This design comes from an exercise in tuning for small area, a short achievable clock period and few clock cycles on the open sky130 flow, not from production work.
RTL that was checked went through simulation tests only; none was proved equivalent to the original.
The RTL of runs 1 and 2 was laid out without a check of its function.
No activity file was given, so power comes from the tool's default toggle rates. No driver is modelled on the clock port, so clocking that relies on it looks cheaper here than on a real chip.

### flow/config.mk
export PLATFORM = sky130hd
export DESIGN_NAME = box3x3_star_detect_top
export DESIGN_NICKNAME = box3x3_star_detect_top
export VERILOG_FILES = /design/flow/design.v
export SDC_FILE = /design/flow/constraint.sdc
export NUM_CORES = 4
export LEC_CHECK = 0
export CAP_MARGIN = 20
export CORE_MARGIN = 2
export CORE_UTILIZATION = 70
export CTS_CLUSTER_DIAMETER = 100
export CTS_CLUSTER_SIZE = 30
export SETUP_SLACK_MARGIN = 3.2
export SLEW_MARGIN = 20
### flow/run.sh
#!/bin/bash
# synth_recipe.tcl (not shown) runs the flow's synth.tcl, then flattens the netlist and writes it again
# the make line also repeats each setting of config.mk as NAME=value (left out here)
make -C /OpenROAD-flow-scripts/flow DESIGN_CONFIG=/design/flow/config.mk WORK_HOME=/design/flow/orfs CLKGATE_MAP_FILE= SYNTH_SCRIPT=/design/flow/synth_recipe.tcl finish
### flow/constraint.sdc
create_clock -name core_clock -period 5.5 [get_ports {clock}]
set_input_delay 1.1000 -clock core_clock [delete_from_list [all_inputs] [get_ports {clock}]]
set_output_delay 1.1000 -clock core_clock [all_outputs]
set_load 0.01 [all_outputs]
### flow/design.v
package b3sd_pkg;
   localparam int MAX_WIDTH = 128;
   localparam int MAX_ROWS  = 1024;
   localparam int MIN_DIM   = 3;
   localparam int PIX_W   = 5;
   localparam int COL_W   = $clog2(MAX_WIDTH);
   localparam int ROW_W   = $clog2(MAX_ROWS);
   localparam int RW_W    = 8;
   localparam int FR_W    = 11;
   localparam int LVL_W   = 5;
   localparam int SUM_W   = 9;
   localparam int THR_W   = 10;
   localparam int CSR_IDX_W  = 2;
   localparam int CSR_DATA_W = 11;
   localparam int NINE = 9;
   localparam logic [CSR_IDX_W-1:0] REG_ROW_WIDTH  = 2'd0;
   localparam logic [CSR_IDX_W-1:0] REG_FRAME_ROWS = 2'd1;
   localparam logic [CSR_IDX_W-1:0] REG_STAR_LEVEL = 2'd2;
   localparam logic [RW_W-1:0]  ROW_WIDTH_RST  = 8'd80;
   localparam logic [FR_W-1:0]  FRAME_ROWS_RST = 11'd20;
   localparam logic [LVL_W-1:0] STAR_LEVEL_RST = 5'd10;
   typedef struct packed {
      logic [PIX_W-1:0] top;
      logic [PIX_W-1:0] mid;
   } line_word_type;
   typedef struct packed {
      logic             en;
      logic [COL_W-1:0] addr;
      line_word_type    data;
   } line_wr_type;
endpackage
module b3sd_line_ram (
   input  logic                         clock,
   input  logic                         wr_en,
   input  logic [b3sd_pkg::PIX_W-1:0]   wr_pixel,
   output logic [2*b3sd_pkg::PIX_W-1:0] rd_data
);
   localparam int PIX_W  = b3sd_pkg::PIX_W;
   localparam int WORD_W = 2 * PIX_W;
   localparam int SLOTS  = b3sd_pkg::MAX_WIDTH;
   logic [WORD_W-1:0] slot [SLOTS];
   always_ff @(posedge clock) begin
      slot[0] <= slot[SLOTS-1];
      slot[1] <= wr_en ? {slot[0][PIX_W-1:0], wr_pixel} : slot[0];
   end
   for (genvar i = 2; i < SLOTS; i++) begin : g_slot
      always_ff @(posedge clock) begin
         slot[i] <= slot[i-1];
      end
   end
   assign rd_data = slot[0];
endmodule
module box3x3_star_detect_top (
   input  logic                           clock,
   input  logic                           reset,
   input  logic                           req_valid,
   output logic                           req_ready,
   input  logic [b3sd_pkg::PIX_W-1:0]     req_pixel,
   output logic                           rsp_valid,
   input  logic                           rsp_ready,
   output logic                           rsp_star,
   output logic                           rsp_end_of_row,
   output logic                           rsp_end_of_frame,
   input  logic                           csr_valid,
   output logic                           csr_ready,
   input  logic [b3sd_pkg::CSR_IDX_W-1:0] csr_index,
   input  logic [b3sd_pkg::CSR_DATA_W-1:0] csr_data
);
   localparam int PIX_W  = b3sd_pkg::PIX_W;
   localparam int LVL_W  = b3sd_pkg::LVL_W;
   localparam int VS_W   = 7;    
   localparam int QDEPTH = 4;    
   localparam int CAP    = 4;    
   function automatic logic [10:0] inc11(input logic [10:0] x);
      logic [10:0] p;
      p = x;
      for (int d = 1; d < 11; d = d * 2) begin
         for (int i = 10; i >= d; i--) begin
            p[i] = p[i] & p[i-d];
         end
      end
      inc11 = x ^ {p[9:0], 1'b1};
   endfunction
   function automatic logic carry10(input logic [9:0] a, input logic [9:0] b);
      logic [9:0] g, p;
      g = a & b;
      p = a ^ b;
      for (int d = 1; d < 10; d = d * 2) begin
         for (int i = 9; i >= d; i--) begin
            g[i] = g[i] | (p[i] & g[i-d]);
            p[i] = p[i] & p[i-d];
         end
      end
      carry10 = g[9];
   endfunction
   function automatic logic [6:0] add7(input logic [6:0] a, input logic [6:0] b);
      logic [6:0] g, p, h;
      g = a & b;
      p = a ^ b;
      h = p;
      for (int d = 1; d < 7; d = d * 2) begin
         for (int i = 6; i >= d; i--) begin
            g[i] = g[i] | (p[i] & g[i-d]);
            p[i] = p[i] & p[i-d];
         end
      end
      add7 = h ^ {g[5:0], 1'b0};
   endfunction
   function automatic logic [7:0] add8(input logic [7:0] a, input logic [7:0] b);
      logic [7:0] g, p, h;
      g = a & b;
      p = a ^ b;
      h = p;
      for (int d = 1; d < 8; d = d * 2) begin
         for (int i = 7; i >= d; i--) begin
            g[i] = g[i] | (p[i] & g[i-d]);
            p[i] = p[i] & p[i-d];
         end
      end
      add8 = h ^ {g[6:0], 1'b0};
   endfunction
   logic [7:0]       weff_ff;    
   logic [10:0]      heff_ff;    
   logic [LVL_W-1:0] lvl_ff;
   logic [7:0]       weff_in;
   logic [10:0]      heff_in;
   assign csr_ready = 1'b1;
   always_comb begin
      if (csr_data[7:0] < 8'd3) begin
         weff_in = 8'd3;
      end else if (csr_data[7:0] > 8'd128) begin
         weff_in = 8'd128;
      end else begin
         weff_in = csr_data[7:0];
      end
      if (csr_data < 11'd3) begin
         heff_in = 11'd3;
      end else if (csr_data > 11'd1024) begin
         heff_in = 11'd1024;
      end else begin
         heff_in = csr_data;
      end
   end
   always_ff @(posedge clock) begin
      if (reset) begin
         weff_ff <= 8'd80;
         heff_ff <= 11'd20;
         lvl_ff  <= LVL_W'(10);
      end else if (csr_valid) begin
         case (csr_index)
            b3sd_pkg::REG_ROW_WIDTH:  weff_ff <= weff_in;
            b3sd_pkg::REG_FRAME_ROWS: heff_ff <= heff_in;
            b3sd_pkg::REG_STAR_LEVEL: lvl_ff  <= csr_data[LVL_W-1:0];
            default: ;
         endcase
      end
   end
   logic        rdy_ff;
   logic        accept;
   logic [7:0]  c1_ff;       
   logic [10:0] r1_ff;       
   logic        lc_ff;       
   logic        lr_ff;       
   logic        org_ff;      
   logic [6:0]  due_ff;      
   logic        interior;
   logic [10:0] c1_inc_w, due_inc_w;
   logic [7:0]  c1_inc;
   logic [10:0] r1_inc;
   logic [2*PIX_W-1:0] rd_word;
   assign req_ready = rdy_ff;
   assign accept    = req_valid && rdy_ff;
   assign interior  = (c1_ff >= 8'd3) && (r1_ff >= 11'd3);
   assign c1_inc_w  = inc11({3'b0, c1_ff});
   assign c1_inc    = c1_inc_w[7:0];
   assign r1_inc    = inc11(r1_ff);
   assign due_inc_w = inc11({4'b0, due_ff});
   always_ff @(posedge clock) begin
      if (reset) begin
         c1_ff <= 8'd1;
         r1_ff <= 11'd1;
      end else if (accept) begin
         if (lc_ff) begin
            c1_ff <= 8'd1;
            r1_ff <= lr_ff ? 11'd1 : r1_inc;
         end else begin
            c1_ff <= c1_inc;
         end
      end
   end
   always_ff @(posedge clock) begin
      if (reset) begin
         lc_ff  <= 1'b0;
         lr_ff  <= 1'b0;
         org_ff <= 1'b1;
      end else if (accept) begin
         lc_ff  <= !lc_ff && (c1_inc >= weff_ff);
         lr_ff  <= lc_ff ? (!lr_ff && (r1_inc >= heff_ff)) : lr_ff;
         org_ff <= lc_ff && lr_ff;
      end else begin
         lc_ff  <= c1_ff >= weff_ff;
         lr_ff  <= r1_ff >= heff_ff;
      end
   end
   always_ff @(posedge clock) begin
      due_ff <= (accept && org_ff) ? 7'd3 : due_inc_w[6:0];
   end
   logic             s1_v, s1_r, s1_eor, s1_eof;
   logic [PIX_W-1:0] s1_px;
   always_ff @(posedge clock) begin
      s1_v   <= accept;
      s1_r   <= accept && interior && !reset;
      s1_eor <= lc_ff;
      s1_eof <= lc_ff && lr_ff;
      s1_px  <= req_pixel;
   end
   b3sd_line_ram u_line_ram (
      .clock    (clock),
      .wr_en    (s1_v),
      .wr_pixel (s1_px),
      .rd_data  (rd_word)
   );
   logic             s2_v, s2_r, s2_eor, s2_eof;
   logic [VS_W-1:0]  s2_vs;
   logic [VS_W-1:0]  v1_ff;    
   logic [7:0]       p_ff;     
   logic [9:0]       k_lvl;
   logic [6:0]       cs_s, cs_c;
   logic [10:0]      st_s, st_c;
   logic             star;
   assign cs_s = VS_W'(rd_word[2*PIX_W-1:PIX_W] ^ rd_word[PIX_W-1:0] ^ s1_px);
   assign cs_c = {1'b0, (rd_word[2*PIX_W-1:PIX_W] & rd_word[PIX_W-1:0])
                      | (rd_word[2*PIX_W-1:PIX_W] & s1_px)
                      | (rd_word[PIX_W-1:0] & s1_px), 1'b0};
   always_ff @(posedge clock) begin
      s2_v   <= s1_v;
      s2_r   <= s1_r && !reset;
      s2_eor <= s1_eor;
      s2_eof <= s1_eof;
      s2_vs  <= add7(cs_s, cs_c);
   end
   always_ff @(posedge clock) begin
      if (s2_v) begin
         v1_ff <= s2_vs;
         p_ff  <= add8({1'b0, s2_vs}, {1'b0, v1_ff});
      end
   end
   always_comb begin
      case (lvl_ff)
         5'd0: k_lvl = 10'd1015;
         5'd1: k_lvl = 10'd1006;
         5'd2: k_lvl = 10'd997;
         5'd3: k_lvl = 10'd988;
         5'd4: k_lvl = 10'd979;
         5'd5: k_lvl = 10'd970;
         5'd6: k_lvl = 10'd961;
         5'd7: k_lvl = 10'd952;
         5'd8: k_lvl = 10'd943;
         5'd9: k_lvl = 10'd934;
         5'd10: k_lvl = 10'd925;
         5'd11: k_lvl = 10'd916;
         5'd12: k_lvl = 10'd907;
         5'd13: k_lvl = 10'd898;
         5'd14: k_lvl = 10'd889;
         5'd15: k_lvl = 10'd880;
         5'd16: k_lvl = 10'd871;
         5'd17: k_lvl = 10'd862;
         5'd18: k_lvl = 10'd853;
         5'd19: k_lvl = 10'd844;
         5'd20: k_lvl = 10'd835;
         5'd21: k_lvl = 10'd826;
         5'd22: k_lvl = 10'd817;
         5'd23: k_lvl = 10'd808;
         5'd24: k_lvl = 10'd799;
         5'd25: k_lvl = 10'd790;
         5'd26: k_lvl = 10'd781;
         5'd27: k_lvl = 10'd772;
         5'd28: k_lvl = 10'd763;
         5'd29: k_lvl = 10'd754;
         5'd30: k_lvl = 10'd745;
         5'd31: k_lvl = 10'd736;
         default: k_lvl = 10'd1015;
      endcase
   end
   assign st_s = 11'(s2_vs) ^ 11'(p_ff) ^ 11'(k_lvl);
   assign st_c = {(10'(s2_vs) & 10'(p_ff)) | (10'(s2_vs) & k_lvl) | (10'(p_ff) & k_lvl), 1'b0};
   assign star = st_s[10] ^ st_c[10] ^ carry10(st_s[9:0], st_c[9:0]);
   logic [2:0] q_mem [QDEPTH];
   logic [1:0] q_rp, q_wp;
   logic [2:0] q_cnt;
   logic       out_v;
   logic [2:0] out_w;
   logic [2:0] res_w;
   logic       q_empty, load, take, push, pop;
   logic [2:0] tokens;
   logic       room_keep, room_take, room, due_a, due_n, due;
   assign res_w   = {star, s2_eor, s2_eof};
   assign q_empty = (q_cnt == 3'd0);
   assign take    = out_v && rsp_ready;
   assign load    = !out_v || rsp_ready;
   assign pop     = load && !q_empty;
   assign push    = s2_r && !(load && q_empty);
   always_ff @(posedge clock) begin
      if (push) begin
         q_mem[q_wp] <= res_w;
      end
   end
   always_ff @(posedge clock) begin
      if (load) begin
         out_w <= q_empty ? res_w : q_mem[q_rp];
      end
   end
   always_ff @(posedge clock) begin
      if (reset) begin
         out_v <= 1'b0;
         q_rp  <= '0;
         q_wp  <= '0;
         q_cnt <= '0;
      end else begin
         if (load) begin
            out_v <= !q_empty || s2_r;
         end
         if (pop) begin
            q_rp <= q_rp + 2'd1;
         end
         if (push) begin
            q_wp <= q_wp + 2'd1;
         end
         q_cnt <= q_cnt + 3'(push) - 3'(pop);
      end
   end
   assign tokens    = 3'(s1_r) + 3'(s2_r) + q_cnt + 3'(out_v);
   assign room_keep = (tokens + 3'(rdy_ff)) <= 3'(CAP - 1);
   assign room_take = (tokens + 3'(rdy_ff)) <= 3'(CAP);
   assign room      = take ? room_take : room_keep;
   assign due_a     = !lc_ff || lr_ff || c1_ff[7];
   assign due_n     = org_ff || (due_ff == c1_ff[6:0]);
   assign due       = accept ? due_a : due_n;
   always_ff @(posedge clock) begin
      if (reset) begin
         rdy_ff <= 1'b1;
      end else begin
         rdy_ff <= room && due && !csr_valid;
      end
   end
   assign rsp_valid        = out_v;
   assign rsp_star         = out_w[2];
   assign rsp_end_of_row   = out_w[1];
   assign rsp_end_of_frame = out_w[0];
endmodule
==> impl_results.md, run 1 <==
- CP max FO: 3
- WP depth: 9
- GRT Residual Overflow: 0
- Hold Buf Count CTS: 0
- Ports: 29
- Worst r2r path cells: 9
- Die Ht: 220 µm
- M2 GR Usage: 0.330
- Final Cycle Share: 0.454
- Core footprint: 46300 µm²
- CTS Buffer Depth: 3
- WL final: 46300 µm
- Area of the multi-input gates: 4040 µm²
- Post-DP HPWL: 21700 µm
- Commonest non-fill, non-tap cells in the layout: dfxtp_1, ha_1, clkbuf_16
- CTS clk-pin slew, worst paths: 0.11 ns
- Min-delay worst type: reg -> reg
- Chip width: 220 µm
- Final setup fails: 0
- Seq/Total Area, Yosys: 0.872
- Leading cell type in the layout, fill and taps excluded: dfxtp_1
- Static Leak: 14.3 nW
- R2R setup slack: 3.00 ns
- Buf/Inv on CP: 2
- Routability cong.: 0.804
- H-Tree Depth: 2
- Wirelength per Cell: 17.4 µm
- Area growth syn-to-layout: 8.36%
- CP Launch Type: register
- Gate Count Post-Synth: 1973
- Initial Utilization: 0.704
- Minimum clock period: 2.50 ns
- Placed Cells: 2577
- Global-route wire length before repair: 74800 µm
- Post-route ant nets: 0
- # rows: 79
- CP arrival: 3.07 ns
- R2R Path End: rdy_ff
- Layout cells sized above 1: 0.0813
- Ys async rst share: 0
- Yosys cell types: 63
- Syn. warnings: 3
- Crit-path slowest cell: fa_1
- Vias per inst: 4.84
- CP Data Required Time: 6.07 ns
- Cell chain of the critical path: fa_1 > inv_1 > fa_2 > inv_2 > fa_1 > nand4b_1 > a21oi_2 > o311ai_1 > nand2_1
- Initial detailed-routing violation count: 791
- Initial antenna violation count: 3
- Critical R2R Launch: rdy_ff
- GR peak layer: met2
- Status: no timing/DRC/antenna violations
- Clock latency (worst-skew pair): 0.64 ns
- Port Buffer Count: 27
- DP Area: 33500 µm²
- FMAX: 0.400 GHz
- GRT met1 Usage: 0.280
- Synthesized flop and latch total: 1403
- Worst-margin pin slew: 0.639 ns
- Setup repair after global routing missed its margin: true
- CP peak stage delay: 0.53 ns
- Crit. Startpoint: rdy_ff
- Fillers: 2491
- Synthesized area: 32600 µm²
- Nets@finish: 2165
- Finished Cell Area: 35300 µm²
- Slew headroom: 0.574
- Final hold viol count: 0
- TritonCTS clock tree: done
- Num CTS Buffers: 52
- Pre-antenna DRT Iters: 4
- Non-Filler Instances: 2662
- Post-synth EDFFs: 30
- Avg Cell Area, Syn: 16.5 µm²
- Critical path destination: rdy_ff
- CP endpoint kind: register
- Kind of critical path: reg -> reg
- Via Count: 12900
- Vias in the first global route: 13700
- Met3 Track Usage GR: 0.0294
- Syn_nets: 2089
- Slew Limit Fails: 0
- TritonCTS Sinks: 1403
- Power Dens Cells: 451 nW/µm²
- Largest net degree at the start of global routing: 40
- Peak supply drop: 0.399 mV
- FF/Latch Area: 28400 µm²
- Max_cap viols: 0
- Final TNS setup: 0 ns
- CP dominant cell by count: fa_1
- Clock root buffer: clkbuf_16
- Main synth FF type: dfxtp_1
- Total global-route track usage: 0.200
- Setup Skew: 0.0322 ns
- Delay-heaviest family, CP: adder cells
- Drt drc: 0
- Die ar.: 48200 µm²
==> worst min-delay path by stage <==
stage / slack (ns) / endpoint / cells after the start / from
after floorplan: 0.31 / s2_eof / 0 / s1_eof
after global placement: 0.31 / u_line_ram.slot[0][3] / 0 / u_line_ram.slot[127][3]
after detailed placement: 0.31 / u_line_ram.slot[104][5] / 0 / u_line_ram.slot[103][5]
after CTS: 0.31 / u_line_ram.slot[114][9] / 0 / u_line_ram.slot[113][9]
after global routing: 0.31 / u_line_ram.slot[114][9] / 0 / u_line_ram.slot[113][9]
final: 0.31 / u_line_ram.slot[114][9] / 0 / u_line_ram.slot[113][9]
==> layout make-up <==
type	count	share of cell area
Antenna cell	1	0.0000709
Tap cell	607	0.0215
Multi-Input combinational cell	481	0.114
Inverter	58	0.00624
Sequential cell	1403	0.806
Timing Repair Buffer	53	0.0127
Clock buffer	56	0.0379
Clock inverter	3	0.00135
==> cells by family (layout without fill, tap and decap cells) <==
logic type,Yosys count,after routing,synth area share
other cells,1,2,0.000115
xor+xnor,41,41,0.0110
simple gates,190,190,0.0309
mux,22,22,0.00911
flops,1403,1403,0.872
compound gates,134,134,0.0265
fa+ha+maj,93,93,0.0397
buf+inv,89,170,0.0106
==> state kept, by name, summed over array words and instances (netlist names), 2 cells and up, named ones only <==
| name | count |
|---|---|
| c1_ff | 8 |
| due_ff | 7 |
| heff_ff | 11 |
| k_lvl | 9 |
| lvl_ff | 5 |
| out_w | 3 |
| p_ff | 8 |
| q_cnt | 3 |
| q_mem | 12 |
| q_rp | 2 |
| q_wp | 2 |
| r1_ff | 11 |
| s1_px | 5 |
| s2_vs | 7 |
| u_line_ram.slot | 1280 |
| v1_ff | 7 |
| weff_ff | 8 |
==> per-layer routing <==
metal  share of wire  wire, µm
met5               0         0
met2            0.48     22000
met1            0.47     22000
met4           0.020       912
met3           0.031      1420
==> power breakdown <==
| part | internal [W] | leakage, nW | switching [W] |
|---|---|---|---|
| combinational | 0.000303 | 2.15 | 0.000306 |
| clock | 0.00177 | 0.677 | 0.00285 |
| sequential | 0.0105 | 11.4 | 0.000166 |
| total | 0.0126 | 14.3 | 0.00332 |
==> cell usage after synthesis (16+ instances only) <==
| cell | n | share of area |
|---|---|---|
| xnor2_1 | 23 | 0.0062 |
| dfxtp_1 | 1373 | 0.84 |
| clkbuf_1 | 23 | 0.0027 |
| edfxtp_1 | 30 | 0.028 |
| nor2_1 | 54 | 0.0062 |
| inv_1 | 56 | 0.0065 |
| nand2_1 | 35 | 0.0040 |
| a21oi_1 | 50 | 0.0077 |
| fa_1 | 17 | 0.010 |
| o21ai_0 | 16 | 0.0025 |
| ha_1 | 76 | 0.029 |
| nand3_1 | 18 | 0.0028 |
| xor2_1 | 18 | 0.0048 |
==> what timing repair did <==
action,in CTS,in global routing
endpoints found under the setup margin,24,18
buffers inserted,8,17
pin swaps,10,10
resized for setup,51,41
==> per-stage QoR <==
| stage | utilization | power, W | hold slack, ns | worst slack (ns) |
|---|---|---|---|---|
| after floorplan | - | 0.0112 | 0.310 | 2.76 |
| after detailed placement | 0.725 | 0.0114 | 0.312 | 2.13 |
| final | 0.762 | 0.0159 | 0.311 | 3.00 |
| after CTS | 0.757 | 0.0160 | 0.306 | 3.02 |
| after global routing | 0.762 | 0.0164 | 0.306 | 2.89 |
| after global placement | 0.725 | 0.0114 | 0.312 | 2.15 |
==> worst reg2reg max path: stages, from the launching register on <==
cell	delay, ns
dfxtp_4	0.39
fa_1	0.53
inv_1	0.05
fa_2	0.33
inv_2	0.06
fa_1	0.40
nand4b_1	0.21
a21oi_2	0.25
o311ai_1	0.13
nand2_1	0.08
==> run 2, diff against run 1 <==
--- a/flow/design.v
+++ b/flow/design.v
@@ -169,5 +169,4 @@
    logic [10:0] r1_inc;
    logic [2*PIX_W-1:0] rd_word;
-   assign req_ready = rdy_ff;
    assign accept    = req_valid && rdy_ff;
    assign interior  = (c1_ff >= 8'd3) && (r1_ff >= 11'd3);
@@ -286,65 +285,75 @@
    assign st_c = {(10'(s2_vs) & 10'(p_ff)) | (10'(s2_vs) & k_lvl) | (10'(p_ff) & k_lvl), 1'b0};
    assign star = st_s[10] ^ st_c[10] ^ carry10(st_s[9:0], st_c[9:0]);
-   logic [2:0] q_mem [QDEPTH];
-   logic [1:0] q_rp, q_wp;
-   logic [2:0] q_cnt;
-   logic       out_v;
-   logic [2:0] out_w;
-   logic [2:0] res_w;
-   logic       q_empty, load, take, push, pop;
-   logic [2:0] tokens;
-   logic       room_keep, room_take, room, due_a, due_n, due;
-   assign res_w   = {star, s2_eor, s2_eof};
-   assign q_empty = (q_cnt == 3'd0);
-   assign take    = out_v && rsp_ready;
-   assign load    = !out_v || rsp_ready;
-   assign pop     = load && !q_empty;
-   assign push    = s2_r && !(load && q_empty);
-   always_ff @(posedge clock) begin
-      if (push) begin
-         q_mem[q_wp] <= res_w;
+   logic [QDEPTH-1:0] qv_ff;                  
+   logic [2:0]        qe_ff [QDEPTH];
+   logic              ov_ff;                  
+   logic [QDEPTH-1:0] sv;
+   logic [2:0]        se [QDEPTH];
+   logic [2:0]        res_w;
+   logic              pop, push;
+   logic [QDEPTH-1:0] wh;
+   assign res_w = {star, s2_eor, s2_eof};
+   assign pop   = qv_ff[0] && rsp_ready;
+   assign push  = s2_r;
+   always_comb begin
+      for (int i = 0; i < QDEPTH; i++) begin
+         if (i == QDEPTH - 1) begin
+            sv[i] = pop ? 1'b0 : qv_ff[i];
+            se[i] = qe_ff[i];
+         end else begin
+            sv[i] = pop ? qv_ff[i+1] : qv_ff[i];
+            se[i] = pop ? qe_ff[i+1] : qe_ff[i];
+         end
+         wh[i] = push && !sv[i] && ((i == 0) || sv[(i == 0) ? 0 : i-1]);
       end
    end
    always_ff @(posedge clock) begin
-      if (load) begin
-         out_w <= q_empty ? res_w : q_mem[q_rp];
+      for (int i = 0; i < QDEPTH; i++) begin
+         qe_ff[i] <= wh[i] ? res_w : se[i];
       end
    end
    always_ff @(posedge clock) begin
       if (reset) begin
-         out_v <= 1'b0;
-         q_rp  <= '0;
-         q_wp  <= '0;
-         q_cnt <= '0;
+         qv_ff <= '0;
+         ov_ff <= 1'b0;
       end else begin
-         if (load) begin
-            out_v <= !q_empty || s2_r;
-         end
-         if (pop) begin
-            q_rp <= q_rp + 2'd1;
-         end
-         if (push) begin
-            q_wp <= q_wp + 2'd1;
-         end
-         q_cnt <= q_cnt + 3'(push) - 3'(pop);
+         qv_ff <= sv | wh;
+         ov_ff <= sv[0] | wh[0];
+      end
+   end
+   logic [CAP-1:0] cr_ff;
+   logic [CAP-1:0] cr_in;
+   logic           add_tok;
+   logic           rdy_out_ff;    
+   logic           due_a, due_n, due, rdy_in;
+   assign add_tok = accept && interior;
+   always_comb begin
+      if (add_tok && !pop) begin
+         cr_in = {1'b0, cr_ff[CAP-1:1]};
+      end else if (!add_tok && pop) begin
+         cr_in = {cr_ff[CAP-2:0], 1'b1};
+      end else begin
+         cr_in = cr_ff;
       end
    end
-   assign tokens    = 3'(s1_r) + 3'(s2_r) + q_cnt + 3'(out_v);
-   assign room_keep = (tokens + 3'(rdy_ff)) <= 3'(CAP - 1);
-   assign room_take = (tokens + 3'(rdy_ff)) <= 3'(CAP);
-   assign room      = take ? room_take : room_keep;
-   assign due_a     = !lc_ff || lr_ff || c1_ff[7];
-   assign due_n     = org_ff || (due_ff == c1_ff[6:0]);
-   assign due       = accept ? due_a : due_n;
+   assign due_a  = !lc_ff || lr_ff || c1_ff[7];
+   assign due_n  = org_ff || (due_ff == c1_ff[6:0]);
+   assign due    = accept ? due_a : due_n;
+   assign rdy_in = cr_in[0] && due && !csr_valid;
    always_ff @(posedge clock) begin
       if (reset) begin
-         rdy_ff <= 1'b1;
+         cr_ff      <= '1;
+         rdy_ff     <= 1'b1;
+         rdy_out_ff <= 1'b1;
       end else begin
-         rdy_ff <= room && due && !csr_valid;
+         cr_ff      <= cr_in;
+         rdy_ff     <= rdy_in;
+         rdy_out_ff <= rdy_in;
       end
    end
-   assign rsp_valid        = out_v;
-   assign rsp_star         = out_w[2];
-   assign rsp_end_of_row   = out_w[1];
-   assign rsp_end_of_frame = out_w[0];
+   assign req_ready        = rdy_out_ff;
+   assign rsp_valid        = ov_ff;
+   assign rsp_star         = qe_ff[0][2];
+   assign rsp_end_of_row   = qe_ff[0][1];
+   assign rsp_end_of_frame = qe_ff[0][0];
 endmodule
==> run 2 against run 1 <==
Flip-flop and latch count shrank 5. Highest routed layer unchanged. Via count is 1.9% higher. Clock skew grew 0.0022 ns. Wire length up 15%. Combinational power down 46%. Still clean on timing, DRC and antenna. Maximum frequency up 6.8%. Clock-buffer cell count is 5 higher. Clock power increased by 0.9%. Core utilization is 0.52 points higher. Sequential share of layout area up 0.46 points.
==> impl_results.md, run 2 <==
- Status: no timing/DRC/antenna violations
- Num CTS Buffers: 52
- Routability cong.: 0.791
- Largest Register: u_line_ram.slot
- Share of the synthesized area in the top cell type: 0.849
- Vias in the first global route: 14300
- Synth Area in Adders: 0.0362
- CTS Buffer Depth: 3
- Core footprint: 45500 µm²
- Cell with the most instances after synthesis: dfxtp_1
- Wirelength per Cell: 20.0 µm
- Leading cell type in the layout, fill and taps excluded: dfxtp_1
- R2R Path End: qe_ff[1][2]
- Finished Cell Area: 34900 µm²
- Syn_nets: 2084
- Final TNS setup: 0 ns
- Post-synthesis compound-gate area fraction: 0.0294
- CP Launch Type: register
- Synthesized area: 32300 µm²
- Hold Path Depth: 0
- Static Leak: 14.2 nW
- Synth Area in Simple Gates: 0.0304
- Die ar.: 47900 µm²
- Mux share of post-synthesis cell area: 0.00949
- Kind of critical path: reg -> reg
- CP Data Required Time: 5.92 ns
- DP Area: 33200 µm²
- R2R setup slack: 3.16 ns
- Port Buffer Count: 27
- Ports: 29
- Slew Limit Fails: 0
- Peak supply drop: 0.399 mV
- CP max FO: 4
- CTS clk-pin slew, worst paths: 0.11 ns
- Post-route ant nets: 0
- Chip width: 219 µm
- Layout cells sized above 1: 0.0731
- Clock root buffer: clkbuf_16
- Initial Utilization: 0.710
- Cell type with the largest total area after synthesis: dfxtp_1
- Yosys cell types: 62
- Setup ws final: 3.16 ns
- TritonCTS Sinks: 1398
- Initial antenna violation count: 5
- # rows: 78
- Setup repair after global routing missed its margin: true
- Area growth syn-to-layout: 8.06%
- H-Tree Depth: 2
- Final Cycle Share: 0.425
- Setup Skew: 0.0344 ns
- Hold Startpoint: u_line_ram.slot[83][1]
- Power Dens Cells: 443 nW/µm²
- Die Ht: 219 µm
- Pre-CTS worst setup slack: 2.15 ns
- Seq/Total Area, Yosys: 0.875
- Critical R2R Launch: k_lvl[4]
- Vias per inst: 4.95
- Commonest non-fill, non-tap cells in the layout: dfxtp_1, ha_1, nor2_1
- Initial detailed-routing violation count: 807
- Global-route wire length before repair: 83900 µm
- Synth top area cells: dfxtp_1, ha_1, edfxtp_1
- Slew headroom: 0.474
- CP arrival: 2.76 ns
- Hold endpoint: u_line_ram.slot[84][1]
- Nets@finish: 2149
- Worst r2r path cells: 9
- Ys async rst share: 0
- Via Count: 13100
- FMAX: 0.427 GHz
- Min-delay worst type: reg -> reg
- Leading registers by flop count: u_line_ram.slot (1280), qe_ff (12)
- GRT Residual Overflow: 0
- Pre-antenna DRT Iters: 7
- Worst-margin pin slew: 0.787 ns
- WL final: 53200 µm
- Final setup fails: 0
- Total global-route track usage: 0.233
- Drt drc: 0
- Top cells by count, synth: dfxtp_1, ha_1, a21oi_1
- Largest register FFs: 1280
- Post-Synth XOR/XNOR Area: 0.00922
- Largest net degree at the start of global routing: 37
- Clock latency (worst-skew pair): 0.66 ns
- Main synth FF type: dfxtp_1
- Avg Cell Area, Syn: 16.4 µm²
- Gate Count Post-Synth: 1976
- Syn. warnings: 5
- CP endpoint kind: register
- Core Util, Final: 0.768
- Max_cap viols: 0
- Post-DP HPWL: 26800 µm
- Final hold viol count: 0
- Synthesized flop and latch total: 1398
- TritonCTS clock tree: done
- Minimum clock period: 2.34 ns
- Post-synth EDFFs: 27
- Largest family of logic cells by synthesized area: adder cells
run 2: cell types whose count changed after synthesis, moves of 5 or more:
cell / delta
xor2_1: -5
nand2_1: +6
a21oi_1: +5
o21ai_1: -6
o21ai_0: +13
mux2_2: +6
and3_1: +7
a211oi_1: +5
run 2: metal layers:
layer  routed length [µm]  track usage  vias up
met5                    0            0        -
li1                     -            -     6459
met4                 1350       0.0757        0
met2                26300        0.393      236
met3                 1810       0.0328       87
met1                23800        0.314     6356
run 2: logic make-up (layout without fill, tap and decap cells):
kind of cell             count (synthesis)  count (layout)
multiplexers                            26              26
other                                    1               4
adder cells (fa/ha/maj)                 86              86
AO/OA/AOI/OAI                          151             151
AND/OR/NAND/NOR                        195             195
flip-flops                            1398            1398
buffers and inverters                   85             160
XOR/XNOR                                34              34
run 2: final cells by class:
| type | count | area [µm²] |
|---|---|---|
| sequential | 1398 | 28300 |
| fill | 2338 | 10600 |
| multi-input combinational | 493 | 3900 |
| clock buffer | 61 | 1360 |
| tap | 600 | 751 |
| timing repair buffer | 40 | 343 |
| inverter | 56 | 213 |
| clock inverter | 3 | 55.1 |
| antenna | 3 | 7.51 |
run 2: what timing repair did:
item / CTS / global route
setup endpoints to repair: 40 / 25
hold buffers: 0 / 0
resized for setup: 52 / 36
buffers inserted: 6 / 6
pin swaps: 8 / 8
run 2: through the flow:
step	hold slack (ns)	total power, W	std cells
floorplan	0.310	0.0109	1976
global placement	0.310	0.0110	2575
detailed placement	0.312	0.0110	2575
CTS	0.306	0.0155	2645
global route	0.305	0.0159	2653
finish	0.311	0.0155	2654
run 2: worst max-delay path, cell delays in order (launching register included):
cell	delay, ns
dfxtp_2	0.37
inv_2	0.04
fa_1	0.55
inv_2	0.05
ha_4	0.21
a21o_1	0.16
a211oi_2	0.18
a21o_1	0.20
a21oi_4	0.10
mux2_4	0.28
run 2: how the worst max path moves through the flow:
stage | end | startpoint | depth (start not counted)
finish | qe_ff[1][2] | k_lvl[4] | 9
global route | qe_ff[0][2] | k_lvl[4] | 9
CTS | req_ready | rdy_out_ff | 1
detailed placement | r1_ff[2] | req_valid | 6
global placement | r1_ff[2] | req_valid | 6
floorplan | k_lvl[5] | csr_index[0] | 7
run 2: report_power, final:
group          internal, W  switching, W  leakage, nW
clock              0.00178       0.00287        0.685
sequential          0.0104      0.000115         11.4
combinational     0.000153      0.000178         2.08
total               0.0123       0.00316         14.2
==> run 3, diff against run 2 <==
--- a/flow/design.v
+++ b/flow/design.v
@@ -41,13 +41,12 @@
    logic [WORD_W-1:0] slot [SLOTS];
    always_ff @(posedge clock) begin
-      slot[0] <= slot[SLOTS-1];
-      slot[1] <= wr_en ? {slot[0][PIX_W-1:0], wr_pixel} : slot[0];
+      slot[0] <= wr_en ? {slot[SLOTS-1][PIX_W-1:0], wr_pixel} : slot[SLOTS-1];
    end
-   for (genvar i = 2; i < SLOTS; i++) begin : g_slot
+   for (genvar i = 1; i < SLOTS; i++) begin : g_slot
       always_ff @(posedge clock) begin
          slot[i] <= slot[i-1];
       end
    end
-   assign rd_data = slot[0];
+   assign rd_data = slot[SLOTS-1];
 endmodule
 module box3x3_star_detect_top (
@@ -82,4 +81,14 @@
       inc11 = x ^ {p[9:0], 1'b1};
    endfunction
+   function automatic logic [10:0] dec11(input logic [10:0] x);
+      logic [10:0] p;
+      p = ~x;
+      for (int d = 1; d < 11; d = d * 2) begin
+         for (int i = 10; i >= d; i--) begin
+            p[i] = p[i] & p[i-d];
+         end
+      end
+      dec11 = x ^ {p[9:0], 1'b1};
+   endfunction
    function automatic logic carry10(input logic [9:0] a, input logic [9:0] b);
       logic [9:0] g, p;
@@ -120,36 +129,38 @@
       add8 = h ^ {g[6:0], 1'b0};
    endfunction
-   logic [7:0]       weff_ff;    
-   logic [10:0]      heff_ff;    
+   logic [6:0]       wm1_ff;     
+   logic [9:0]       hm1_ff;     
    logic [LVL_W-1:0] lvl_ff;
-   logic [7:0]       weff_in;
-   logic [10:0]      heff_in;
+   logic [6:0]       wm1_in;
+   logic [9:0]       hm1_in;
+   logic [10:0]      data_dec;
    assign csr_ready = 1'b1;
+   assign data_dec  = dec11(csr_data);
    always_comb begin
       if (csr_data[7:0] < 8'd3) begin
-         weff_in = 8'd3;
+         wm1_in = 7'd2;
       end else if (csr_data[7:0] > 8'd128) begin
-         weff_in = 8'd128;
+         wm1_in = 7'd127;
       end else begin
-         weff_in = csr_data[7:0];
+         wm1_in = data_dec[6:0];
       end
       if (csr_data < 11'd3) begin
-         heff_in = 11'd3;
+         hm1_in = 10'd2;
       end else if (csr_data > 11'd1024) begin
-         heff_in = 11'd1024;
+         hm1_in = 10'd1023;
       end else begin
-         heff_in = csr_data;
+         hm1_in = data_dec[9:0];
       end
    end
    always_ff @(posedge clock) begin
       if (reset) begin
-         weff_ff <= 8'd80;
-         heff_ff <= 11'd20;
-         lvl_ff  <= LVL_W'(10);
+         wm1_ff <= 7'd79;
+         hm1_ff <= 10'd19;
+         lvl_ff <= LVL_W'(10);
       end else if (csr_valid) begin
          case (csr_index)
-            b3sd_pkg::REG_ROW_WIDTH:  weff_ff <= weff_in;
-            b3sd_pkg::REG_FRAME_ROWS: heff_ff <= heff_in;
-            b3sd_pkg::REG_STAR_LEVEL: lvl_ff  <= csr_data[LVL_W-1:0];
+            b3sd_pkg::REG_ROW_WIDTH:  wm1_ff <= wm1_in;
+            b3sd_pkg::REG_FRAME_ROWS: hm1_ff <= hm1_in;
+            b3sd_pkg::REG_STAR_LEVEL: lvl_ff <= csr_data[LVL_W-1:0];
             default: ;
          endcase
@@ -162,4 +173,5 @@
    logic        lc_ff;       
    logic        lr_ff;       
+   logic        c1_ge, c1_eq, r1_ge, r1_eq;
    logic        org_ff;      
    logic [6:0]  due_ff;      
@@ -171,4 +183,8 @@
    assign accept    = req_valid && rdy_ff;
    assign interior  = (c1_ff >= 8'd3) && (r1_ff >= 11'd3);
+   assign c1_ge     = c1_ff >= {1'b0, wm1_ff};
+   assign c1_eq     = c1_ff == {1'b0, wm1_ff};
+   assign r1_ge     = r1_ff >= {1'b0, hm1_ff};
+   assign r1_eq     = r1_ff == {1'b0, hm1_ff};
    assign c1_inc_w  = inc11({3'b0, c1_ff});
    assign c1_inc    = c1_inc_w[7:0];
@@ -194,10 +210,10 @@
          org_ff <= 1'b1;
       end else if (accept) begin
-         lc_ff  <= !lc_ff && (c1_inc >= weff_ff);
-         lr_ff  <= lc_ff ? (!lr_ff && (r1_inc >= heff_ff)) : lr_ff;
+         lc_ff  <= !lc_ff && c1_ge;
+         lr_ff  <= lc_ff ? (!lr_ff && r1_ge) : lr_ff;
          org_ff <= lc_ff && lr_ff;
       end else begin
-         lc_ff  <= c1_ff >= weff_ff;
-         lr_ff  <= r1_ff >= heff_ff;
+         lc_ff  <= c1_ge && !c1_eq;
+         lr_ff  <= r1_ge && !r1_eq;
       end
    end
@@ -205,21 +221,12 @@
       due_ff <= (accept && org_ff) ? 7'd3 : due_inc_w[6:0];
    end
-   logic             s1_v, s1_r, s1_eor, s1_eof;
-   logic [PIX_W-1:0] s1_px;
-   always_ff @(posedge clock) begin
-      s1_v   <= accept;
-      s1_r   <= accept && interior && !reset;
-      s1_eor <= lc_ff;
-      s1_eof <= lc_ff && lr_ff;
-      s1_px  <= req_pixel;
-   end
    b3sd_line_ram u_line_ram (
       .clock    (clock),
-      .wr_en    (s1_v),
-      .wr_pixel (s1_px),
+      .wr_en    (accept),
+      .wr_pixel (req_pixel),
       .rd_data  (rd_word)
    );
-   logic             s2_v, s2_r, s2_eor, s2_eof;
-   logic [VS_W-1:0]  s2_vs;
+   logic             s1_v, s1_r, s1_eor, s1_eof;
+   logic [VS_W-1:0]  s1_vs;
    logic [VS_W-1:0]  v1_ff;    
    logic [7:0]       p_ff;     
@@ -228,19 +235,19 @@
    logic [10:0]      st_s, st_c;
    logic             star;
-   assign cs_s = VS_W'(rd_word[2*PIX_W-1:PIX_W] ^ rd_word[PIX_W-1:0] ^ s1_px);
+   assign cs_s = VS_W'(rd_word[2*PIX_W-1:PIX_W] ^ rd_word[PIX_W-1:0] ^ req_pixel);
    assign cs_c = {1'b0, (rd_word[2*PIX_W-1:PIX_W] & rd_word[PIX_W-1:0])
-                      | (rd_word[2*PIX_W-1:PIX_W] & s1_px)
-                      | (rd_word[PIX_W-1:0] & s1_px), 1'b0};
+                      | (rd_word[2*PIX_W-1:PIX_W] & req_pixel)
+                      | (rd_word[PIX_W-1:0] & req_pixel), 1'b0};
    always_ff @(posedge clock) begin
-      s2_v   <= s1_v;
-      s2_r   <= s1_r && !reset;
-      s2_eor <= s1_eor;
-      s2_eof <= s1_eof;
-      s2_vs  <= add7(cs_s, cs_c);
+      s1_v   <= accept;
+      s1_r   <= accept && interior && !reset;
+      s1_eor <= lc_ff;
+      s1_eof <= lc_ff && lr_ff;
+      s1_vs  <= add7(cs_s, cs_c);
    end
    always_ff @(posedge clock) begin
-      if (s2_v) begin
-         v1_ff <= s2_vs;
-         p_ff  <= add8({1'b0, s2_vs}, {1'b0, v1_ff});
+      if (s1_v) begin
+         v1_ff <= s1_vs;
+         p_ff  <= add8({1'b0, s1_vs}, {1'b0, v1_ff});
       end
    end
@@ -282,7 +289,14 @@
       endcase
    end
-   assign st_s = 11'(s2_vs) ^ 11'(p_ff) ^ 11'(k_lvl);
-   assign st_c = {(10'(s2_vs) & 10'(p_ff)) | (10'(s2_vs) & k_lvl) | (10'(p_ff) & k_lvl), 1'b0};
+   assign st_s = 11'(s1_vs) ^ 11'(p_ff) ^ 11'(k_lvl);
+   assign st_c = {(10'(s1_vs) & 10'(p_ff)) | (10'(s1_vs) & k_lvl) | (10'(p_ff) & k_lvl), 1'b0};
    assign star = st_s[10] ^ st_c[10] ^ carry10(st_s[9:0], st_c[9:0]);
+   logic s2_r, s2_star, s2_eor, s2_eof;
+   always_ff @(posedge clock) begin
+      s2_r    <= s1_r && !reset;
+      s2_star <= star;
+      s2_eor  <= s1_eor;
+      s2_eof  <= s1_eof;
+   end
    logic [QDEPTH-1:0] qv_ff;                  
    logic [2:0]        qe_ff [QDEPTH];
@@ -293,5 +307,5 @@
    logic              pop, push;
    logic [QDEPTH-1:0] wh;
-   assign res_w = {star, s2_eor, s2_eof};
+   assign res_w = {s2_star, s2_eor, s2_eof};
    assign pop   = qv_ff[0] && rsp_ready;
    assign push  = s2_r;
==> flow/flow/run.sh (new file) <==
#!/bin/bash
# Standard layout with plain buffers on the ports and no CTS dummy loads.
set -euo pipefail
export BUFFER_PORTS_ARGS="-buffer_cell sky130_fd_sc_hd__buf_2"
export CTS_ARGS="-sink_clustering_enable -repair_clock_nets -dont_use_dummy_load -sink_clustering_size 30 -sink_clustering_max_diameter 100"
bash standard.sh > standard.log 2>&1
==> flow/standard.sh (new file) <==
#!/bin/bash
# synth_recipe.tcl (not shown) runs the flow's synth.tcl, then flattens the netlist and writes it again
# the make line also repeats each setting of config.mk as NAME=value (left out here)
make -C /OpenROAD-flow-scripts/flow DESIGN_CONFIG=/design/flow/config.mk WORK_HOME=/design/flow/orfs CLKGATE_MAP_FILE= SYNTH_SCRIPT=/design/flow/synth_recipe.tcl "${@:-finish}"
--- a/flow/config.mk
+++ b/flow/config.mk
@@ -8,5 +8,5 @@
 export CAP_MARGIN = 20
 export CORE_MARGIN = 2
-export CORE_UTILIZATION = 70
+export CORE_UTILIZATION = 82
 export CTS_CLUSTER_DIAMETER = 100
 export CTS_CLUSTER_SIZE = 30
removed: flow/run.sh
==> run 3 against run 2 <==
The run now fails in detailed placement. Synthesized area fell by 2.1%. Synthesized cell count fell by 3.9%.
==> impl_results.md, run 3 <==
- Status: did not finish
- Fail Step: detailed placement
- Tool error: [ERROR DPL-0033] detailed placement checks failed during check placement.
- Syn. warnings: 5
- Post-synth EDFFs: 27
- Synthesized area: 31600 µm²
- Main synth FF type: dfxtp_1
- Avg Cell Area, Syn: 16.7 µm²
- Gate Count Post-Synth: 1899
- Port Buffer Count: 27
- Syn_nets: 1988
- Initial Utilization: 0.836
- Ys async rst share: 0
- Yosys cell types: 66
- Die Ht: 200 µm
- Chip width: 200 µm
- Synth top area cells: dfxtp_1, edfxtp_1, ha_1
- Cell with the most instances after synthesis: dfxtp_1
- Ports: 29
- Synthesized flop and latch total: 1391
- Seq/Total Area, Yosys: 0.889
- # rows: 71
- Cell type with the largest total area after synthesis: dfxtp_1
- Routability cong.: 0.819
- Top cells by count, synth: dfxtp_1, nand2_1, ha_1
- Post-DP HPWL: 39800 µm
- Share of the synthesized area in the top cell type: 0.863
[run 3: cell count changes after synthesis, sizes merged, moves of 6 or more]
cell    delta
a21oi     -16
a22o       +6
a22oi      -7
and3       -8
clkbuf    -11
dfxtp      -7
ha        -19
mux2       -8
nand2     +35
nand3      -6
nor2      -17
xor2       +7
[run 3: how the worst max path moves through the flow]
stage | from | endpoint | slack, ns | cells after the start
2_1_floorplan | req_pixel[1] | s1_vs[5] | 2.92 | 8
3_3_place_gp | req_valid | c1_ff[6] | 2.59 | 6
[run 3: kinds of logic after synthesis]
group,after synthesis,synth area share
muxes,14,0.00557
buffers and inverters,68,0.00854
AOI/OAI and AO/OA,119,0.0244
adders and majority gates,67,0.0295
and+or+nand+nor,198,0.0320
other,1,0.000119
DFF,1391,0.889
xor gates and xnor gates,41,0.0113
[run 3: power by group through the flow]
stage | Combinational (W) | Clock, W | Sequential [W]
3_3_place_gp | 0.000222 | 0 | 0.0106
2_1_floorplan | 0.000181 | 0 | 0.0106
[run 3: metrics by stage]
stage                   hold slack, ns  cell area [µm²]
after floorplan                  0.310            31700
after global placement           0.311            32400
Testbench counts of run 3, summed over its fixed seeds: cycles 49,184.
==> run 4, diff against run 3 <==
--- a/flow/config.mk
+++ b/flow/config.mk
@@ -8,7 +8,6 @@
 export CAP_MARGIN = 20
 export CORE_MARGIN = 2
-export CORE_UTILIZATION = 82
-export CTS_CLUSTER_DIAMETER = 100
-export CTS_CLUSTER_SIZE = 30
+export CORE_UTILIZATION = 80
+export PLACE_DENSITY = 0.86
 export SETUP_SLACK_MARGIN = 3.2
 export SLEW_MARGIN = 20
==> run 4 against run 3 <==
The run again fails in detailed placement. Synthesized cell count is the same. Synthesized area unchanged.
==> impl_results.md, run 4 <==
- Status: did not finish
- Fail Step: detailed placement
- Tool error: [ERROR DPL-0033] detailed placement checks failed during check placement.
- Chip width: 203 µm
- Ports: 29
- Share of the synthesized area in the top cell type: 0.863
- Ys async rst share: 0
- Gate Count Post-Synth: 1899
- Post-DP HPWL: 37100 µm
- Cell with the most instances after synthesis: dfxtp_1
- Post-synth EDFFs: 27
- Syn. warnings: 5
- Yosys cell types: 66
- Initial Utilization: 0.815
- Port Buffer Count: 27
- Avg Cell Area, Syn: 16.7 µm²
- Syn_nets: 1988
- Synthesized area: 31600 µm²
- Synthesized flop and latch total: 1391
- Seq/Total Area, Yosys: 0.889
- Main synth FF type: dfxtp_1
- Cell type with the largest total area after synthesis: dfxtp_1
- Routability cong.: 0.815
- Top cells by count, synth: dfxtp_1, nand2_1, ha_1
- Synth top area cells: dfxtp_1, edfxtp_1, ha_1
- # rows: 72
- Die Ht: 203 µm
[run 4: cell counts after synthesis]
Identical to the previous run, type by type.
[run 4: kinds of logic after synthesis]
| group | after synthesis | share of synthesized area |
|---|---|---|
| adders and majority gates | 67 | 0.0295 |
| AOI/OAI and AO/OA | 119 | 0.0244 |
| and+or+nand+nor | 198 | 0.0320 |
| buffers and inverters | 68 | 0.00854 |
| DFF | 1391 | 0.889 |
| muxes | 14 | 0.00557 |
| xor gates and xnor gates | 41 | 0.0113 |
| other | 1 | 0.000119 |
[run 4: power by group through the flow]
stage	Combinational (W)	Sequential, W	Clock [W]
global placement	0.000222	0.0106	0
floorplan	0.000181	0.0106	0
[run 4: worst min-delay path by stage]
stage,start,to,slack [ns],cells after the start
after global placement,u_line_ram.slot[76][1],u_line_ram.slot[77][1],0.31,0
after floorplan,s1_eof,s2_eof,0.31,0
[run 4: through the flow]
step / hold WS [ns] / std cells / instance area (µm²) / total power, W / setup WS, ns
after global placement: 0.310 / 2427 / 32400 / 0.0108 / 2.59
after floorplan: 0.310 / 1899 / 31700 / 0.0108 / 2.92
==> run 5, diff against run 4 <==
--- a/flow/config.mk
+++ b/flow/config.mk
@@ -8,6 +8,7 @@
 export CAP_MARGIN = 20
 export CORE_MARGIN = 2
-export CORE_UTILIZATION = 80
-export PLACE_DENSITY = 0.86
+export CORE_UTILIZATION = 70
+export CTS_CLUSTER_DIAMETER = 100
+export CTS_CLUSTER_SIZE = 30
 export SETUP_SLACK_MARGIN = 3.2
 export SLEW_MARGIN = 20
==> run 5 against run 4 <==
Now clean on timing, DRC and antenna. Synthesized cell count is the same. Synthesized area is the same.
==> impl_results.md, run 5 <==
- Peak supply drop: 0.413 mV
- Synthesized area: 31600 µm²
- CP arrival: 1.14 ns
- Minimum clock period: 2.24 ns
- Static Leak: 13.7 nW
- Cell with the most instances after synthesis: dfxtp_1
- Yosys cell types: 66
- Clock root buffer: clkbuf_16
- GRT Residual Overflow: 0
- Pre-CTS worst setup slack: 2.53 ns
- Top cells by count, synth: dfxtp_1, nand2_1, ha_1
- Kind of critical path: reg -> out
- Synth top area cells: dfxtp_1, edfxtp_1, ha_1
- Area growth syn-to-layout: 6.89%
- Total global-route track usage: 0.190
- TritonCTS Sinks: 1391
- Final hold viol count: 0
- Cell type with the largest total area after synthesis: dfxtp_1
- Chip width: 217 µm
- Die Ht: 217 µm
- Post-DP HPWL: 21300 µm
- Global-route wire length before repair: 70500 µm
- Synthesized flop and latch total: 1391
- Via Count: 12200
- Main synth FF type: dfxtp_1
- Port Buffer Count: 27
- Setup Skew: 0.0520 ns
- WL final: 42300 µm
- Routability cong.: 0.795
- Setup repair after global routing missed its margin: true
- Cell chain of the critical path: buf_2
- Layout cells sized above 1: 0.0657
- Vias in the first global route: 13200
- H-Tree Depth: 2
- Largest register FFs: 1280
- Max_cap viols: 0
- Delay-heaviest family, CP: flip-flops
- Power Dens Cells: 445 nW/µm²
- Avg Cell Area, Syn: 16.7 µm²
- Final Cycle Share: 0.407
- CP Launch Type: register
- Drt drc: 0
- Nets@finish: 2053
- TritonCTS clock tree: done
- Slew headroom: 0.558
- Setup ws final: 3.26 ns
- Syn. warnings: 5
- CTS Buffer Depth: 3
- Post-route ant nets: 0
- Core footprint: 44400 µm²
- CP peak stage delay: 0.39 ns
- Clock latency (worst-skew pair): 0.64 ns
- Commonest non-fill, non-tap cells in the layout: dfxtp_1, nand2_1, clkbuf_16
- Initial Utilization: 0.713
- Initial detailed-routing violation count: 521
- Die ar.: 46900 µm²
- Share of the synthesized area in the top cell type: 0.863
- CP Data Required Time: 4.40 ns
- Final TNS setup: 0 ns
- Min-delay worst type: reg -> reg
- Pre-antenna DRT Iters: 4
- Fillers: 2378
- Vias per inst: 4.76
- Syn_nets: 1988
- Ys async rst share: 0
- CP max FO: 1
- CP endpoint kind: output pin
- Leading cell type in the layout, fill and taps excluded: dfxtp_1
- Final setup fails: 0
- Seq/Total Area, Yosys: 0.889
- # rows: 77
- Leading registers by flop count: u_line_ram.slot (1280), qe_ff (12), r1_ff (11)
- Worst-margin pin slew: 0.662 ns
- Wirelength per Cell: 16.6 µm
- Gate Count Post-Synth: 1899
- Post-CTS setup repair buffer count: 0
- Ports: 29
- Num CTS Buffers: 52
- Slew Limit Fails: 0
- Status: no timing/DRC/antenna violations
- FMAX: 0.447 GHz
- Buf/Inv on CP: 1
- CTS clk-pin slew, worst paths: 0.11 ns
- Crit-path slowest cell: edfxtp_1
- Post-synth EDFFs: 27
- Largest net degree at the start of global routing: 33
- Initial antenna violation count: 3
- Largest Register: u_line_ram.slot
[run 5: final timing paths]
check | start | to | slack [ns] | depth (start not counted)
hold reg to reg | u_line_ram.slot[35][4] | u_line_ram.slot[36][4] | 0.29 | 0
setup / recovery | qe_ff[0][0] | rsp_end_of_frame | 3.26 | 1
hold / removal | u_line_ram.slot[35][4] | u_line_ram.slot[36][4] | 0.29 | 0
setup reg to reg | r1_ff[1] | rdy_out_ff | 3.38 | 9
[run 5: power by group]
| group | switching [W] | internal, W | total (W) |
|---|---|---|---|
| logic | 0.000131 | 0.000108 | 0.000239 |
| clock network | 0.00272 | 0.00171 | 0.00443 |
| registers | 0.0000911 | 0.0103 | 0.0104 |
[run 5: repair_timing]
| action | in CTS | in global routing |
|---|---|---|
| pin swaps | 0 | 0 |
| gates cloned | 0 | 1 |
| endpoints found under the setup margin | 3 | 15 |
| resized for setup | 3 | 6 |
| hold buffers | 0 | 0 |
[run 5: layout make-up]
class | instances | area (µm²) | area share
diodes | 1 | 2.50 | 0.0000740
clock buffers | 52 | 1300 | 0.0385
inverters | 51 | 195 | 0.00577
multi-input cells | 440 | 3320 | 0.0982
flip-flops and latches | 1391 | 28100 | 0.831
well taps | 592 | 741 | 0.0219
repair buffers | 27 | 135 | 0.00399
repair inverters | 1 | 5.00 | 0.000148
[run 5: per-layer routing]
metal | share of wire | GRT usage | up-vias | wire length (µm)
li1 | - | - | 6144 | -
met1 | 0.48 | 0.267 | 5799 | 20300
met2 | 0.46 | 0.310 | 145 | 19600
met3 | 0.031 | 0.0265 | 72 | 1320
met4 | 0.027 | 0.0635 | 0 | 1130
met5 | 0 | 0 | - | 0
[run 5: kinds of logic after synthesis]
logic type	share of synthesized area
AO/OA/AOI/OAI	0.0244
XOR/XNOR	0.0113
adder cells (fa/ha/maj)	0.0295
buffers and inverters	0.00854
flip-flops	0.889
multiplexers	0.00557
other	0.000119
AND/OR/NAND/NOR	0.0320
[run 5: worst reg2reg max path, cell delays in order, from the launching register on]
cell	delay [ns]
dfxtp_1	0.39
ha_1	0.25
a211oi_1	0.23
nand3_1	0.15
nand2_1	0.16
inv_1	0.06
ha_1	0.27
nor2_1	0.13
a21oi_1	0.08
o41ai_2	0.32
[run 5: stage by stage]
step | power, W | utilization | cells | instance area, µm² | hold WS (ns)
6_report | 0.0150 | 0.762 | 2555 | 33800 | 0.287
5_1_grt | 0.0155 | 0.762 | 2555 | 33800 | 0.289
4_1_cts | 0.0152 | 0.761 | 2553 | 33800 | 0.291
3_5_place_dp | 0.0108 | 0.731 | 2501 | 32500 | 0.312
2_1_floorplan | 0.0108 | - | 1899 | 31700 | 0.310
3_3_place_gp | 0.0108 | 0.731 | 2501 | 32500 | 0.311
==> run 6, diff against run 5 <==
--- a/flow/config.mk
+++ b/flow/config.mk
@@ -7,8 +7,9 @@
 export LEC_CHECK = 0
 export CAP_MARGIN = 20
+export CELL_PAD_IN_SITES_DETAIL_PLACEMENT = 0
+export CELL_PAD_IN_SITES_GLOBAL_PLACEMENT = 0
 export CORE_MARGIN = 2
-export CORE_UTILIZATION = 70
-export CTS_CLUSTER_DIAMETER = 100
-export CTS_CLUSTER_SIZE = 30
+export CORE_UTILIZATION = 78
+export PLACE_DENSITY = 0.84
 export SETUP_SLACK_MARGIN = 3.2
 export SLEW_MARGIN = 20
==> run 6 against run 5 <==
The run now fails in clock tree synthesis. Synthesized cell count did not move. Synthesized area unchanged.
==> impl_results.md, run 6 <==
- Post-CTS setup repair buffer count: 8
- Chip width: 205 µm
- # rows: 73
- Synthesized area: 31600 µm²
- Status: did not finish
- Synthesized flop and latch total: 1391
- Yosys cell types: 66
- Initial Utilization: 0.793
- Syn. warnings: 5
- Hold Buf Count CTS: 0
- Cell with the most instances after synthesis: dfxtp_1
- Syn_nets: 1988
- TritonCTS Sinks: 1391
- Gate Count Post-Synth: 1899
- Routability cong.: 0.804
- Clock root buffer: clkbuf_16
- Die Ht: 205 µm
- Num CTS Buffers: 52
- Ports: 29
- Top cells by count, synth: dfxtp_1, nand2_1, ha_1
- Ys async rst share: 0
- Port Buffer Count: 27
- Main synth FF type: dfxtp_1
- Post-CTS resize count: 25
- Pre-CTS worst setup slack: 2.23 ns
- CTS Buffer Depth: 3
- Seq/Total Area, Yosys: 0.889
- Post-DP HPWL: 31200 µm
- H-Tree Depth: 2
- Synth top area cells: dfxtp_1, edfxtp_1, ha_1
- Avg Cell Area, Syn: 16.7 µm²
- Post-synth EDFFs: 27
- Fail Step: clock tree synthesis
- Tool error: [ERROR DPL-0033] detailed placement checks failed during check placement.
- Share of the synthesized area in the top cell type: 0.863
- Cell type with the largest total area after synthesis: dfxtp_1
-- run 6: cell counts after synthesis --
No cell type changed its count.
-- run 6: cell families after synthesis --
logic type,Yosys count,synth area share
fa+ha+maj,67,0.0295
compound gates,119,0.0244
simple gates,198,0.0320
xor+xnor,41,0.0113
buf+inv,68,0.00854
other cells,1,0.000119
mux,14,0.00557
flops,1391,0.889
-- run 6: how the worst min path moves through the flow --
stage                                  startpoint                      end  slack (ns)  cells past startpoint
after global placement    u_line_ram.slot[126][6]  u_line_ram.slot[127][6]        0.31                      0
after detailed placement   u_line_ram.slot[10][1]   u_line_ram.slot[11][1]        0.31                      0
after floorplan                            s1_eof                   s2_eof        0.31                      0
-- run 6: power by group through the flow --
stage          Combinational, W  Sequential (W)  Clock (W)
3_3_place_gp           0.000220          0.0106          0
3_5_place_dp           0.000268          0.0106          0
2_1_floorplan          0.000181          0.0106          0
-- run 6: stage by stage --
| step | area, µm² | std cells | total power [W] |
|---|---|---|---|
| after detailed placement | 32400 | 2434 | 0.0109 |
| after global placement | 32400 | 2434 | 0.0108 |
| after floorplan | 31700 | 1899 | 0.0108 |
==> run 7, diff against run 6 <==
==> flow/flow/run.sh (replaced) <==
#!/bin/bash
# Standard layout with plain buffers on the ports and no CTS dummy loads.
set -euo pipefail
export BUFFER_PORTS_ARGS="-buffer_cell sky130_fd_sc_hd__buf_2"
export CTS_ARGS="-sink_clustering_enable -repair_clock_nets -dont_use_dummy_load -sink_clustering_size 36 -sink_clustering_max_diameter 70"
bash standard.sh > standard.log 2>&1
--- a/flow/config.mk
+++ b/flow/config.mk
@@ -7,9 +7,8 @@
 export LEC_CHECK = 0
 export CAP_MARGIN = 20
-export CELL_PAD_IN_SITES_DETAIL_PLACEMENT = 0
-export CELL_PAD_IN_SITES_GLOBAL_PLACEMENT = 0
 export CORE_MARGIN = 2
-export CORE_UTILIZATION = 78
-export PLACE_DENSITY = 0.84
+export CORE_UTILIZATION = 82
+export CTS_CLUSTER_DIAMETER = 70
+export CTS_CLUSTER_SIZE = 36
 export SETUP_SLACK_MARGIN = 3.2
 export SLEW_MARGIN = 20
==> run 7 against run 6 <==
The flow stops in detailed placement. Synthesized area unchanged. Synthesized cell count unchanged.
==> impl_results.md, run 7 <==
- Ports: 29
- Die Ht: 200 µm
- Synthesized area: 31600 µm²
- Gate Count Post-Synth: 1899
- Share of the synthesized area in the top cell type: 0.863
- Main synth FF type: dfxtp_1
- Top cells by count, synth: dfxtp_1, nand2_1, ha_1
- Cell with the most instances after synthesis: dfxtp_1
- Avg Cell Area, Syn: 16.7 µm²
- Port Buffer Count: 27
- Initial Utilization: 0.836
- Routability cong.: 0.819
- Cell type with the largest total area after synthesis: dfxtp_1
- Fail Step: detailed placement
- # rows: 71
- Synth top area cells: dfxtp_1, edfxtp_1, ha_1
- Ys async rst share: 0
- Post-synth EDFFs: 27
- Status: did not finish
- Syn_nets: 1988
- Tool error: [ERROR DPL-0033] detailed placement checks failed during check placement.
- Syn. warnings: 5
- Synthesized flop and latch total: 1391
- Post-DP HPWL: 39800 µm
- Chip width: 200 µm
- Yosys cell types: 66
- Seq/Total Area, Yosys: 0.889
[run 7: worst max path at each step]
stage                     startpoint       end  cells after the start
after floorplan         req_pixel[1]  s1_vs[5]                      8
after global placement     req_valid  c1_ff[6]                      6
[run 7: power by group through the flow]
stage                   logic (W)  clock network [W]  registers, W
after floorplan          0.000181                  0        0.0106
after global placement   0.000222                  0        0.0106
[run 7: cell families after synthesis]
kind of cell	after synthesis	share of synthesized area
fa+ha+maj	67	0.0295
xor+xnor	41	0.0113
buf+inv	68	0.00854
simple gates	198	0.0320
other cells	1	0.000119
flops	1391	0.889
mux	14	0.00557
compound gates	119	0.0244
[run 7: per-stage QoR]
step | setup slack [ns] | hold slack, ns | instances | area (µm²)
floorplan | 2.92 | 0.310 | 1899 | 31700
global placement | 2.59 | 0.311 | 2420 | 32400
==> run 8, diff against run 7 <==
--- a/flow/config.mk
+++ b/flow/config.mk
@@ -8,7 +8,6 @@
 export CAP_MARGIN = 20
 export CORE_MARGIN = 2
-export CORE_UTILIZATION = 82
-export CTS_CLUSTER_DIAMETER = 70
-export CTS_CLUSTER_SIZE = 36
+export CORE_UTILIZATION = 80
+export PLACE_DENSITY = 0.86
 export SETUP_SLACK_MARGIN = 3.2
 export SLEW_MARGIN = 20
==> run 8 against run 7 <==
The run again fails in detailed placement. Synthesized cell count did not move. Synthesized area is the same.
==> impl_results.md, run 8 <==
- Ports: 29
- Top cells by count, synth: dfxtp_1, nand2_1, ha_1
- Share of the synthesized area in the top cell type: 0.863
- Seq/Total Area, Yosys: 0.889
- Initial Utilization: 0.815
- # rows: 72
- Main synth FF type: dfxtp_1
- Yosys cell types: 66
- Routability cong.: 0.815
- Tool error: [ERROR DPL-0033] detailed placement checks failed during check placement.
- Synth top area cells: dfxtp_1, edfxtp_1, ha_1
- Post-synth EDFFs: 27
- Cell type with the largest total area after synthesis: dfxtp_1
- Gate Count Post-Synth: 1899
- Post-DP HPWL: 37100 µm
- Fail Step: detailed placement
- Synthesized area: 31600 µm²
- Synthesized flop and latch total: 1391
- Syn_nets: 1988
- Syn. warnings: 5
- Ys async rst share: 0
- Die Ht: 203 µm
- Chip width: 203 µm
- Status: did not finish
- Port Buffer Count: 27
- Cell with the most instances after synthesis: dfxtp_1
- Avg Cell Area, Syn: 16.7 µm²
==> run 8: cell counts after synthesis <==
Identical to the previous run, type by type.
==> run 8: metrics by stage <==
stage,setup WS [ns],instance area (µm²),hold WS [ns]
global placement,2.59,32400,0.310
floorplan,2.92,31700,0.310
==> run 8: logic make-up after synthesis <==
kind of cell    count (synthesis)  share of synthesized area
flops                        1391                      0.889
simple gates                  198                     0.0320
compound gates                119                     0.0244
xor+xnor                       41                     0.0113
fa+ha+maj                      67                     0.0295
buf+inv                        68                    0.00854
other cells                     1                   0.000119
mux                            14                    0.00557
==> run 8: power groups by stage <==
stage | Combinational, W | Sequential (W) | Clock [W]
floorplan | 0.000181 | 0.0106 | 0
global placement | 0.000222 | 0.0106 | 0
==> run 8: worst min path at each step <==
stage	cells past startpoint	endpoint	startpoint	slack, ns
floorplan	0	s2_eof	s1_eof	0.31
global placement	0	u_line_ram.slot[77][1]	u_line_ram.slot[76][1]	0.31

-- separate check: timing with driven ports --
In the flow no input, the clock included, has a driving cell. The finished layouts below were timed again as built, in two steps. Step 1 (the two cells are an assumption about what drives the block):
set clk [get_ports {clock}]
set_driving_cell -lib_cell sky130_fd_sc_hd__clkbuf_16 $clk
set_driving_cell -lib_cell sky130_fd_sc_hd__buf_2 [delete_from_list [all_inputs] $clk]
Step 2 adds t to the input delays and takes it off the output delays; t is the mean of the earliest and latest rising clock arrival at the registers after step 1. Input paths then give back, and output paths get back, about the clock's delay inside the block. Slacks: no drivers / after step 1 / after step 2; pairs: no drivers / after step 1.
run | shift t [ns] | setup slack, ns | worst hold slack (ns)
run 1 | 0.683 | 3.003 / 3.003 / 2.618 | 0.311 / 0.311 / 0.311
run 2 | 0.696 | 3.161 / 3.161 / 2.535 | 0.311 / 0.311 / 0.311
run 5 | 0.666 | 3.263 / 3.206 / 2.682 | 0.287 / 0.287 / 0.287
After both steps every run listed still meets setup and hold. For run 2, which loses most, drivers alone change the setup slack by 0.000 ns; drivers and shift together by -0.626 ns.
